Source: an optimization exercise on an open RTL-to-GDS flow (aim: small area and few clock cycles per item). Production flows keep margins and buffers that such runs may drop.
The RTL was checked by simulation tests, not by an equivalence proof against the original design.
Power is estimated from default activity; no workload was simulated.

===== flow/config.mk =====
export PLATFORM = sky130hd
export DESIGN_NAME = view_tag_record_scanner
export DESIGN_NICKNAME = view_tag_record_scanner
export VERILOG_FILES = /design/flow/design.v
export SDC_FILE = /design/flow/constraint.sdc
export NUM_CORES = 4
export LEC_CHECK = 0
export CAP_MARGIN = 20
export CORE_MARGIN = 2
export CORE_UTILIZATION = 40
export SLEW_MARGIN = 20

===== flow/constraint.sdc =====
create_clock -name core_clock -period 5.0 [get_ports {clk_i}]
set_input_delay 1.0000 -clock core_clock [delete_from_list [all_inputs] [get_ports {clk_i}]]
set_output_delay 1.0000 -clock core_clock [all_outputs]
set_load 0.01 [all_outputs]

===== flow/design.v =====
package vtrs_pkg;
  localparam logic [7:0] CH_SLASH = 8'h2F;
  localparam logic [7:0] CH_COLON = 8'h3A;
  localparam logic [7:0] CH_QUOTE = 8'h27;
  localparam logic [7:0] CH_SPACE = 8'h20;
  localparam logic [7:0] CH_TAB   = 8'h09;
  localparam logic [7:0] CH_LF    = 8'h0A;
  localparam logic [7:0] CH_CR    = 8'h0D;
  localparam logic [7:0] CH_ZERO  = 8'h30;
  localparam logic [7:0] CH_NINE  = 8'h39;
  localparam logic [1:0] KIND_NAME  = 2'd0;
  localparam logic [1:0] KIND_PARAM = 2'd1;
  localparam logic [1:0] KIND_END   = 2'd2;
  localparam logic [1:0] ORG_SVC = 2'd0;
  localparam logic [1:0] ORG_G   = 2'd1;
  localparam logic [1:0] ORG_O   = 2'd2;
  localparam logic [1:0] ORG_R   = 2'd3;
  typedef enum logic [18:0] {
    ST_BEGIN    = 19'h00001,
    ST_SVC      = 19'h00002,
    ST_I        = 19'h00004,
    ST_E        = 19'h00008,
    ST_W        = 19'h00010,
    ST_COLON    = 19'h00020,
    ST_NAME     = 19'h00040,
    ST_SKIP     = 19'h00080,
    ST_PARAM    = 19'h00100,
    ST_NUMBER   = 19'h00200,
    ST_G        = 19'h00400,
    ST_N        = 19'h00800,
    ST_O        = 19'h01000,
    ST_T        = 19'h02000,
    ST_R        = 19'h04000,
    ST_L        = 19'h08000,
    ST_EM_NAME  = 19'h10000,
    ST_EM_PARAM = 19'h20000,
    ST_EM_END   = 19'h40000
  } state_e;
  typedef struct packed {
    logic rec_clear;
    logic name_wr;
    logic param_wr;
    logic num_digit;
    logic num_bad;
    logic emit_start;
    logic emit_name;
    logic emit_param;
    logic emit_end;
    logic sgn;
    logic intg;
  } cmd_t;
  typedef struct packed {
    logic slash;
    logic colon;
    logic quote;
    logic delim;
    logic digit;
    logic let_v;
    logic let_s;
    logic let_c;
    logic let_i;
    logic let_e;
    logic let_w;
    logic let_g;
    logic let_n;
    logic let_o;
    logic let_t;
    logic let_r;
    logic let_l;
    logic rec_ok;
    logic out_free;
    logic name_last;
    logic param_last;
    logic param_empty;
  } status_t;
  function automatic logic is_letter(input logic [7:0] b, input logic [7:0] lower);
    is_letter = (b == lower) || (b == (lower - 8'd32));
  endfunction
endpackage
module vtrs_ctrl (
  input  logic              clk_i,
  input  logic              rst_ni,
  input  logic              in_valid_i,
  input  logic              end_of_data_i,
  output logic              in_ready_o,
  input  vtrs_pkg::status_t status_i,
  output vtrs_pkg::cmd_t    cmd_o
);
  vtrs_pkg::state_e state_q, state_d;
  logic [1:0]       org_q, org_d;
  logic             after_q, after_d;
  logic             pend_q, pend_d;
  logic             sgn_q, sgn_d;
  logic             intg_q, intg_d;
  logic             accept;
  assign in_ready_o = (state_q != vtrs_pkg::ST_EM_NAME) &&
                      (state_q != vtrs_pkg::ST_EM_PARAM) &&
                      (state_q != vtrs_pkg::ST_EM_END);
  assign accept = in_valid_i && in_ready_o;
  always_comb begin
    state_d = state_q;
    org_d   = org_q;
    after_d = after_q;
    pend_d  = pend_q;
    sgn_d   = sgn_q;
    intg_d  = intg_q;
    cmd_o      = '0;
    cmd_o.sgn  = sgn_q;
    cmd_o.intg = intg_q;
    unique case (state_q)
      vtrs_pkg::ST_EM_NAME: begin
        if (status_i.out_free) begin
          cmd_o.emit_name = 1'b1;
          if (status_i.name_last) begin
            state_d = status_i.param_empty ? vtrs_pkg::ST_EM_END : vtrs_pkg::ST_EM_PARAM;
          end
        end
      end
      vtrs_pkg::ST_EM_PARAM: begin
        if (status_i.out_free) begin
          cmd_o.emit_param = 1'b1;
          if (status_i.param_last) begin
            state_d = vtrs_pkg::ST_EM_END;
          end
        end
      end
      vtrs_pkg::ST_EM_END: begin
        if (status_i.out_free) begin
          cmd_o.emit_end = 1'b1;
          state_d = vtrs_pkg::ST_BEGIN;
        end
      end
      vtrs_pkg::ST_SVC: begin
        if (accept) begin
          if (status_i.let_v) begin
            sgn_d = 1'b0; intg_d = 1'b0; state_d = vtrs_pkg::ST_I;
          end else if (status_i.let_s) begin
            sgn_d = 1'b1; intg_d = 1'b0; state_d = vtrs_pkg::ST_I;
          end else if (status_i.let_c) begin
            sgn_d = 1'b0; intg_d = 1'b1;
            org_d = vtrs_pkg::ORG_SVC; state_d = vtrs_pkg::ST_O;
          end else begin
            state_d = vtrs_pkg::ST_BEGIN;
          end
        end
      end
      vtrs_pkg::ST_I: begin
        if (accept) begin
          if (status_i.let_i) begin
            state_d = sgn_q ? vtrs_pkg::ST_G : vtrs_pkg::ST_E;
          end else begin
            state_d = vtrs_pkg::ST_BEGIN;
          end
        end
      end
      vtrs_pkg::ST_E: begin
        if (accept) begin
          state_d = status_i.let_e ? vtrs_pkg::ST_W : vtrs_pkg::ST_BEGIN;
        end
      end
      vtrs_pkg::ST_W: begin
        if (accept) begin
          state_d = status_i.let_w ? vtrs_pkg::ST_COLON : vtrs_pkg::ST_BEGIN;
        end
      end
      vtrs_pkg::ST_G: begin
        if (accept) begin
          if (status_i.let_g) begin
            state_d = vtrs_pkg::ST_N; org_d = vtrs_pkg::ORG_G;
          end else begin
            state_d = vtrs_pkg::ST_BEGIN;
          end
        end
      end
      vtrs_pkg::ST_N: begin
        if (accept) begin
          if (status_i.let_n) begin
            state_d = (org_q == vtrs_pkg::ORG_G) ? vtrs_pkg::ST_COLON : vtrs_pkg::ST_T;
          end else begin
            state_d = vtrs_pkg::ST_BEGIN;
          end
        end
      end
      vtrs_pkg::ST_O: begin
        if (accept) begin
          if (status_i.let_o) begin
            if (org_q == vtrs_pkg::ORG_R) begin
              state_d = vtrs_pkg::ST_L;
            end else begin
              state_d = vtrs_pkg::ST_N; org_d = vtrs_pkg::ORG_O;
            end
          end else begin
            state_d = vtrs_pkg::ST_BEGIN;
          end
        end
      end
      vtrs_pkg::ST_T: begin
        if (accept) begin
          state_d = status_i.let_t ? vtrs_pkg::ST_R : vtrs_pkg::ST_BEGIN;
        end
      end
      vtrs_pkg::ST_R: begin
        if (accept) begin
          if (status_i.let_r) begin
            state_d = vtrs_pkg::ST_O; org_d = vtrs_pkg::ORG_R;
          end else begin
            state_d = vtrs_pkg::ST_BEGIN;
          end
        end
      end
      vtrs_pkg::ST_L: begin
        if (accept) begin
          state_d = status_i.let_l ? vtrs_pkg::ST_COLON : vtrs_pkg::ST_BEGIN;
        end
      end
      vtrs_pkg::ST_COLON: begin
        if (accept) begin
          if (status_i.colon) begin
            state_d = vtrs_pkg::ST_NAME;
            cmd_o.rec_clear = 1'b1;
            pend_d = 1'b0;
          end else begin
            state_d = vtrs_pkg::ST_BEGIN;
          end
        end
      end
      vtrs_pkg::ST_NAME: begin
        if (accept) begin
          if (status_i.delim) begin
            state_d = vtrs_pkg::ST_SKIP;
            pend_d  = 1'b0;
            after_d = intg_q;
          end else begin
            cmd_o.name_wr = 1'b1;
          end
        end
      end
      vtrs_pkg::ST_SKIP: begin
        if (accept && status_i.quote) begin
          if (pend_q) begin
            pend_d = 1'b0;
          end else begin
            state_d = after_q ? vtrs_pkg::ST_NUMBER : vtrs_pkg::ST_PARAM;
          end
        end
      end
      vtrs_pkg::ST_PARAM: begin
        if (accept) begin
          if (status_i.delim) begin
            state_d = vtrs_pkg::ST_SKIP;
            after_d = 1'b1;
            pend_d  = !status_i.quote;
          end else begin
            cmd_o.param_wr = 1'b1;
          end
        end
      end
      vtrs_pkg::ST_NUMBER: begin
        if (accept) begin
          if (status_i.quote) begin
            if (status_i.rec_ok) begin
              cmd_o.emit_start = 1'b1;
              state_d = vtrs_pkg::ST_EM_NAME;
            end else begin
              state_d = vtrs_pkg::ST_BEGIN;
            end
          end else if (status_i.digit) begin
            cmd_o.num_digit = 1'b1;
          end else begin
            cmd_o.num_bad = 1'b1;
          end
        end
      end
      default: begin
        if (accept) begin
          state_d = status_i.slash ? vtrs_pkg::ST_SVC : vtrs_pkg::ST_BEGIN;
        end
      end
    endcase
    if (accept && end_of_data_i) begin
      org_d   = vtrs_pkg::ORG_SVC;
      after_d = 1'b0;
      pend_d  = 1'b0;
      sgn_d   = 1'b0;
      intg_d  = 1'b0;
      cmd_o.rec_clear = 1'b1;
      if (state_d != vtrs_pkg::ST_EM_NAME) begin
        state_d = vtrs_pkg::ST_BEGIN;
      end
    end
  end
  always_ff @(posedge clk_i or negedge rst_ni) begin
    if (!rst_ni) begin
      state_q <= vtrs_pkg::ST_BEGIN;
      org_q   <= vtrs_pkg::ORG_SVC;
      after_q <= 1'b0;
      pend_q  <= 1'b0;
      sgn_q   <= 1'b0;
      intg_q  <= 1'b0;
    end else begin
      state_q <= state_d;
      org_q   <= org_d;
      after_q <= after_d;
      pend_q  <= pend_d;
      sgn_q   <= sgn_d;
      intg_q  <= intg_d;
    end
  end
endmodule
module vtrs_dp #(
  parameter int TEXT_MAX = 31
) (
  input  logic              clk_i,
  input  logic              rst_ni,
  input  logic [7:0]        text_byte_i,
  input  vtrs_pkg::cmd_t    cmd_i,
  output vtrs_pkg::status_t status_o,
  input  logic              out_ready_i,
  output logic              out_valid_o,
  output logic [1:0]        item_kind_o,
  output logic [7:0]        char_code_o,
  output logic [31:0]       channel_o,
  output logic              is_signed_o,
  output logic              is_integer_o,
  output logic              last_o
);
  localparam int LenW = $clog2(TEXT_MAX + 1);
  localparam int IdxW = (TEXT_MAX > 1) ? $clog2(TEXT_MAX) : 1;
  localparam logic [LenW-1:0] LenMax = LenW'(TEXT_MAX);
  logic [7:0]      name_mem [TEXT_MAX];
  logic [7:0]      param_mem [TEXT_MAX];
  logic [LenW-1:0] name_len_q, name_eff_q, param_len_q, param_eff_q;
  logic            name_zero_q, param_zero_q;
  logic [31:0]     acc_q;
  logic            bad_q, seen_q;
  logic [LenW-1:0] em_nl_q, em_pl_q, em_idx_q;
  logic [31:0]     em_chan_q;
  logic            em_sgn_q, em_intg_q;
  logic            ov_q;
  logic [1:0]      kind_q;
  logic [7:0]      char_q;
  logic [31:0]     chan_q;
  logic            sgn_q, intg_q, last_q;
  logic [35:0]     acc_next;
  logic [31:0]     chan_val;
  logic            name_room, param_room;
  assign chan_val = (bad_q || !seen_q) ? 32'd0 : acc_q;
  assign acc_next = {1'b0, acc_q, 3'b000} + {3'b000, acc_q, 1'b0} + {32'd0, text_byte_i[3:0]};
  assign name_room  = name_len_q < LenMax;
  assign param_room = param_len_q < LenMax;
  always_comb begin
    status_o.slash  = text_byte_i == vtrs_pkg::CH_SLASH;
    status_o.colon  = text_byte_i == vtrs_pkg::CH_COLON;
    status_o.quote  = text_byte_i == vtrs_pkg::CH_QUOTE;
    status_o.delim  = (text_byte_i == vtrs_pkg::CH_SPACE) || (text_byte_i == vtrs_pkg::CH_TAB) ||
                      (text_byte_i == vtrs_pkg::CH_LF) || (text_byte_i == vtrs_pkg::CH_CR) ||
                      (text_byte_i == vtrs_pkg::CH_QUOTE);
    status_o.digit  = (text_byte_i >= vtrs_pkg::CH_ZERO) && (text_byte_i <= vtrs_pkg::CH_NINE);
    status_o.let_v  = vtrs_pkg::is_letter(text_byte_i, 8'h76);
    status_o.let_s  = vtrs_pkg::is_letter(text_byte_i, 8'h73);
    status_o.let_c  = vtrs_pkg::is_letter(text_byte_i, 8'h63);
    status_o.let_i  = vtrs_pkg::is_letter(text_byte_i, 8'h69);
    status_o.let_e  = vtrs_pkg::is_letter(text_byte_i, 8'h65);
    status_o.let_w  = vtrs_pkg::is_letter(text_byte_i, 8'h77);
    status_o.let_g  = vtrs_pkg::is_letter(text_byte_i, 8'h67);
    status_o.let_n  = vtrs_pkg::is_letter(text_byte_i, 8'h6E);
    status_o.let_o  = vtrs_pkg::is_letter(text_byte_i, 8'h6F);
    status_o.let_t  = vtrs_pkg::is_letter(text_byte_i, 8'h74);
    status_o.let_r  = vtrs_pkg::is_letter(text_byte_i, 8'h72);
    status_o.let_l  = vtrs_pkg::is_letter(text_byte_i, 8'h6C);
    status_o.rec_ok      = (name_eff_q != '0) && (chan_val != 32'd0);
    status_o.out_free    = !ov_q || out_ready_i;
    status_o.name_last   = em_idx_q == (em_nl_q - LenW'(1));
    status_o.param_last  = em_idx_q == (em_pl_q - LenW'(1));
    status_o.param_empty = em_pl_q == '0;
  end
  always_ff @(posedge clk_i) begin
    if (cmd_i.name_wr && name_room) begin
      name_mem[name_len_q[IdxW-1:0]] <= text_byte_i;
    end
    if (cmd_i.param_wr && param_room) begin
      param_mem[param_len_q[IdxW-1:0]] <= text_byte_i;
    end
  end
  always_ff @(posedge clk_i or negedge rst_ni) begin
    if (!rst_ni) begin
      name_len_q   <= '0;
      name_eff_q   <= '0;
      name_zero_q  <= 1'b0;
      param_len_q  <= '0;
      param_eff_q  <= '0;
      param_zero_q <= 1'b0;
      acc_q        <= '0;
      bad_q        <= 1'b0;
      seen_q       <= 1'b0;
    end else if (cmd_i.rec_clear) begin
      name_len_q   <= '0;
      name_eff_q   <= '0;
      name_zero_q  <= 1'b0;
      param_len_q  <= '0;
      param_eff_q  <= '0;
      param_zero_q <= 1'b0;
      acc_q        <= '0;
      bad_q        <= 1'b0;
      seen_q       <= 1'b0;
    end else begin
      if (cmd_i.name_wr && name_room) begin
        name_len_q <= name_len_q + LenW'(1);
        if (!name_zero_q) begin
          if (text_byte_i == 8'd0) begin
            name_zero_q <= 1'b1;
          end else begin
            name_eff_q <= name_eff_q + LenW'(1);
          end
        end
      end
      if (cmd_i.param_wr && param_room) begin
        param_len_q <= param_len_q + LenW'(1);
        if (!param_zero_q) begin
          if (text_byte_i == 8'd0) begin
            param_zero_q <= 1'b1;
          end else begin
            param_eff_q <= param_eff_q + LenW'(1);
          end
        end
      end
      if (cmd_i.num_digit) begin
        acc_q  <= acc_next[31:0];
        seen_q <= 1'b1;
        if (acc_next[35:32] != 4'd0) begin
          bad_q <= 1'b1;
        end
      end
      if (cmd_i.num_bad) begin
        bad_q <= 1'b1;
      end
    end
  end
  always_ff @(posedge clk_i or negedge rst_ni) begin
    if (!rst_ni) begin
      em_nl_q   <= '0;
      em_pl_q   <= '0;
      em_idx_q  <= '0;
      em_chan_q <= '0;
      em_sgn_q  <= 1'b0;
      em_intg_q <= 1'b0;
    end else if (cmd_i.emit_start) begin
      em_nl_q   <= name_eff_q;
      em_pl_q   <= param_eff_q;
      em_idx_q  <= '0;
      em_chan_q <= chan_val;
      em_sgn_q  <= cmd_i.sgn;
      em_intg_q <= cmd_i.intg;
    end else if (cmd_i.emit_name) begin
      em_idx_q <= status_o.name_last ? '0 : em_idx_q + LenW'(1);
    end else if (cmd_i.emit_param) begin
      em_idx_q <= em_idx_q + LenW'(1);
    end
  end
  always_ff @(posedge clk_i or negedge rst_ni) begin
    if (!rst_ni) begin
      ov_q <= 1'b0;
    end else if (cmd_i.emit_name || cmd_i.emit_param || cmd_i.emit_end) begin
      ov_q <= 1'b1;
    end else if (out_ready_i) begin
      ov_q <= 1'b0;
    end
  end
  always_ff @(posedge clk_i) begin
    if (cmd_i.emit_name) begin
      kind_q <= vtrs_pkg::KIND_NAME;
      char_q <= name_mem[em_idx_q[IdxW-1:0]];
      chan_q <= '0;
      sgn_q  <= em_sgn_q;
      intg_q <= em_intg_q;
      last_q <= 1'b0;
    end else if (cmd_i.emit_param) begin
      kind_q <= vtrs_pkg::KIND_PARAM;
      char_q <= param_mem[em_idx_q[IdxW-1:0]];
      chan_q <= '0;
      sgn_q  <= em_sgn_q;
      intg_q <= em_intg_q;
      last_q <= 1'b0;
    end else if (cmd_i.emit_end) begin
      kind_q <= vtrs_pkg::KIND_END;
      char_q <= '0;
      chan_q <= em_chan_q;
      sgn_q  <= em_sgn_q;
      intg_q <= em_intg_q;
      last_q <= 1'b1;
    end
  end
  assign out_valid_o  = ov_q;
  assign item_kind_o  = kind_q;
  assign char_code_o  = char_q;
  assign channel_o    = chan_q;
  assign is_signed_o  = sgn_q;
  assign is_integer_o = intg_q;
  assign last_o       = last_q;
endmodule
module view_tag_record_scanner #(
  parameter int TEXT_MAX = 31
) (
  input  logic        clk_i,
  input  logic        rst_ni,
  input  logic        in_valid_i,
  output logic        in_ready_o,
  input  logic [7:0]  in_text_byte_i,
  input  logic        in_end_of_data_i,
  output logic        out_valid_o,
  input  logic        out_ready_i,
  output logic [1:0]  out_item_kind_o,
  output logic [7:0]  out_char_code_o,
  output logic [31:0] out_channel_o,
  output logic        out_is_signed_o,
  output logic        out_is_integer_o,
  output logic        out_last_o
);
  vtrs_pkg::cmd_t    cmd;
  vtrs_pkg::status_t status;
  vtrs_ctrl u_ctrl (
    .clk_i         (clk_i),
    .rst_ni        (rst_ni),
    .in_valid_i    (in_valid_i),
    .end_of_data_i (in_end_of_data_i),
    .in_ready_o    (in_ready_o),
    .status_i      (status),
    .cmd_o         (cmd)
  );
  vtrs_dp #(
    .TEXT_MAX (TEXT_MAX)
  ) u_dp (
    .clk_i        (clk_i),
    .rst_ni       (rst_ni),
    .text_byte_i  (in_text_byte_i),
    .cmd_i        (cmd),
    .status_o     (status),
    .out_ready_i  (out_ready_i),
    .out_valid_o  (out_valid_o),
    .item_kind_o  (out_item_kind_o),
    .char_code_o  (out_char_code_o),
    .channel_o    (out_channel_o),
    .is_signed_o  (out_is_signed_o),
    .is_integer_o (out_is_integer_o),
    .last_o       (out_last_o)
  );
endmodule

===== flow/run.sh =====
#!/bin/bash
# synth_recipe.tcl (not shown) runs the flow's synth.tcl, then flattens the netlist and writes it again
# the make line also repeats each setting of config.mk as NAME=value (left out here)
make -C /OpenROAD-flow-scripts/flow DESIGN_CONFIG=/design/flow/config.mk WORK_HOME=/design/flow/orfs CLKGATE_MAP_FILE= SYNTH_SCRIPT=/design/flow/synth_recipe.tcl finish

==> summary.txt <==
[worst reg2reg max path, cell delays in order, from the launching register on]
cell and delay [ns]:
dfrtp_1 0.50, or4_1 0.71, nor4_4 0.44, nand3_1 0.28, nor3_2 0.71, nand2_2 0.36, nor2_1 0.64
[through the flow]
step	instances	power (mW)	setup slack [ns]	hold slack [ns]	util, %
after CTS	3242	11.6	0.701	0.454	46.1
after floorplan	2128	6.18	1.19	0.425	-
final	3242	11.4	0.668	0.449	46.1
after global routing	3242	11.8	0.539	0.472	46.1
after detailed placement	3113	6.33	0.433	0.446	43.0
after global placement	3113	6.32	0.571	0.439	43.0
[cell type report]
type,instances,area [sq um],share of cell area [%]
Inverter,31,116,0.339
Multi-Input combinational cell,1312,10400,30.2
Clock buffer,81,1860,5.41
Tap cell,969,1210,3.53
Timing Repair Buffer,130,1120,3.28
Clock inverter,48,473,1.38
Sequential cell,671,19200,55.9
[cell usage in the layout, fill, tap and decap left out, types with 38 or more instances in the layout]
master	count
clkdlybuf4s50_1	50
clkbuf_16	72
o21ai_0	50
nand3_1	67
nor2_1	158
dfrtp_1	126
nand2_1	289
mux4_2	144
buf_4	68
ha_1	77
edfxtp_1	506
a21oi_1	101
mux2i_1	38
[registers in the layout, summed over array words and instances (netlist names), 2 cells and up]
signal / cells
u_dp.name_mem: 248
u_dp.param_mem: 248
u_dp.acc_q: 32
u_dp.chan_q: 32
u_dp.em_chan_q: 32
u_ctrl.state_q: 19
u_dp.char_q: 8
u_dp.em_idx_q: 5
u_dp.em_nl_q: 5
u_dp.em_pl_q: 5
u_dp.name_eff_q: 5
u_dp.name_len_q: 5
u_dp.param_eff_q: 5
u_dp.param_len_q: 5
u_ctrl.org_q: 2
u_dp.kind_q: 2
[cells in the mapped netlist (34+ instances only)]
cell type,n,area (sq um)
nand2_1,289,1080
mux4_2,144,3240
edfxtp_1,506,15200
o21ai_0,51,255
clkbuf_1,69,259
mux2i_1,38,380
dfxtp_1,34,681
ha_1,77,963
nand3_1,67,335
dfrtp_1,130,3250
nor2_1,159,597
a21oi_1,101,505
[how the worst min path moves through the flow]
stage / endpoint / from / cells past startpoint
3_5_place_dp: u_dp.chan_q[11]$_SDFFE_PP0P_ / u_dp.chan_q[11]$_SDFFE_PP0P_ / 2
6_report: u_dp.chan_q[11]$_SDFFE_PP0P_ / u_dp.chan_q[11]$_SDFFE_PP0P_ / 2
4_1_cts: u_dp.chan_q[11]$_SDFFE_PP0P_ / u_dp.chan_q[11]$_SDFFE_PP0P_ / 2
3_3_place_gp: u_dp.chan_q[16]$_SDFFE_PP0P_ / u_dp.chan_q[16]$_SDFFE_PP0P_ / 2
5_1_grt: u_dp.intg_q$_DFFE_PP_ / u_dp.em_intg_q$_DFFE_PN0P_ / 0
2_1_floorplan: u_dp.intg_q$_DFFE_PP_ / u_dp.em_intg_q$_DFFE_PN0P_ / 0
[metal layers]
metal / track usage (%) / up-vias
li1: - / 8316
met1: 27.1 / 9356
met2: 31.0 / 593
met3: 3.63 / 129
met4: 6.68 / 4
met5: 0 / -
[kinds of logic (layout without fill, tap and decap cells)]
kind of cell,Yosys count,count (layout),share of synthesized area [%]
compound gates,269,269,5.63
xor+xnor,56,56,1.63
fa+ha+maj,79,79,3.34
buf+inv,145,290,1.93
flops,671,671,63.7
mux,183,183,12.1
simple gates,725,725,11.7
[power groups by stage]
stage	sequential, mW	clock, mW	combinational, mW
6_report	6.00	5.24	0.209
3_5_place_dp	6.12	0	0.211
4_1_cts	6.00	5.34	0.212
3_3_place_gp	6.12	0	0.206
5_1_grt	6.00	5.58	0.229
2_1_floorplan	6.12	0	0.0673
==> run_results.csv <==
group,metric,value,unit
worst_setup_path,worstPathArrival,3.33,ns
worst_setup_path,timing.rr.end,"u_dp.param_mem[23][4]$_DFFE_PP_",
layout,syn_to_final_growth,14.1,%
worst_setup_path,required,4.00,ns
floorplan,num_io_pins,60,
cts,htreeDepth,3,
power_and_ir_drop,clkPwrFrac,45.7,%
floorplan,dieWidth,278,microns
sta,period_needed,4.33,ns
power_and_ir_drop,power_density,334,nW/um^2
drt,wl_per_cell,23.2,microns
drt,wl_met1,32800,microns
logic_synthesis,ys_types,87,
run_status,status,"timing/DRC/antenna clean",
drt,highest_layer,"met5",
worst_setup_path,cp-start-kind,"register",
sta,finClkSkew,0.0283,ns
global_route,grt_max_degree,106,
cts,cts_resized,0,
power_and_ir_drop,p_leak,12.1,nW
drt,wl,75100,microns
cts,clock_path_buffers,3,
power_and_ir_drop,comb_power_share,1.8,%
worst_setup_path,r2r_cells,6,
logic_synthesis,synth-main-ff-cell,"edfxtp_1",
sta,relSlewSlack,30.3,%
layout,n_antenna_cell,0,
logic_synthesis,syn_inst,2128,
floorplan,row_count,100,
global_route,grt.total_usage,19.5,%
cts,cts_made_buffers,70,
layout,drive_gt1_share,16.5,%
cts,root_buffer,"clkbuf_16",
layout,nets,2308,
worst_setup_path,crit_type,"reg2out",
logic_synthesis,yosys_warnings,2,
sta,drv_slew,0,
floorplan,start_util,40.4,%
worst_setup_path,crit_path_cell_trace,"nor4_4 > nand3_1 > nor3_1 > a21oi_1 > clkdlybuf4s50_1",
sta,setup_viol,0,
sta,hold_viol,0,
drt,wl_met2,35500,microns
drt,drc,0,
place,place_area,32000,sq um
worst_hold_path,hp-class,"reg2reg",
sta,rsz0062_at_grt,"false",
place,port_buffers,59,
drt,vias_per_cell,5.67,
worst_setup_path,critPathMaxFanout,10,
power_and_ir_drop,ir_worst_vdd,0.240,mV
power_and_ir_drop,seqPwrFrac,52.4,%
cts,cts.sink_count,671,
worst_setup_path,setup.worst_path.end,"in_ready_o",
cts,post_cts_buffers,0,
power_and_ir_drop,p_int,9.05,mW
global_route,grt_pass1_vias,18482,
floorplan,core_area,74400,sq um
cts,clkTransAtPathRegs,0.06,ns
global_route,antenna_found_initial,5,
logic_synthesis,ys_ff_latch,671,
worst_setup_path,crit_buf_inv,1,
drt,drt_iter0_drc,1835,
cts,clk_latency,0.62,ns
floorplan,die-height,278,microns
sta,fin_setup_tns,0,ns
place,place_congestion,0.855,
worst_setup_path,worst_r2r_startpoint,"u_ctrl.state_q[1]$_DFF_PN0_",
sta,fin_crit_sh,86.6,%
cts,holdBufCountCts,0,
worst_setup_path,cp-end-kind,"output pin",
drt,num_vias,18398,
power_and_ir_drop,p_sw_share,20.9,%
layout,final_area,34300,sq um
cts,cts_tree,"built",
global_route,grt_first_pass_wirelength,115000,microns
worst_setup_path,cp_slowest_stage_delay,0.56,ns
logic_synthesis,syn_area,30100,sq um
drt,postRouteAntennaNets,0,
place,hpwl,49500,microns
power_and_ir_drop,p_switching,2.40,mW
logic_synthesis,synthArstFlopShare,19.5,%
worst_setup_path,critPathLaunch,"u_ctrl.state_q[13]$_DFF_PN0_",
logic_synthesis,seq_area_frac_synth,63.7,%
logic_synthesis,synth_fp_nets,2220,
drt,wl_met3,4770,microns
layout,fillers,6477,
global_route,grt.overflow.total,0,
logic_synthesis,synth_edf_count,506,
logic_synthesis,syn_area_per_cell,14.1,sq um
worst_setup_path,worst-path-stages,5,
sta,timing.fmax,231,MHz
worst_setup_path,crit_family,"simple AND/OR/NAND/NOR gates",
job,drv_cap,0,
worst_setup_path,ff2ff_setup_slack,1.01,ns
drt,firstDrtPassIters,7,
sta,worst_slew_pin_slew,1.04,ns
worst_setup_path,critPathSlowestCell,"nor4_4",
floorplan,die_area,77400,sq um
Testbench counts, summed over its fixed seeds: cycles 54,031, bytes 40,918.

## afterwards: timing with drivers on the ports
In the flow no input, the clock included, has a driving cell. The finished layout below was timed again as built, in two steps. Step 1: set_driving_cell puts a clkbuf_16 on clk_i and a buf_2 on each other input, an assumption about the parent block. Step 2 also shifts input and output timing later by t, the mid clock arrival at the registers, as if the neighbouring blocks saw the same clock. a / b / c = ideal ports / drivers / drivers and shift; a / b = the first two.
t (ns): 0.667
setup slack, ns: 0.668 / 0.604 / 0.222
worst setup path at the end: input to register
After both steps this run still meets setup and hold. The setup slack of this run moves by -0.064 ns with the drivers and by -0.446 ns with both steps.
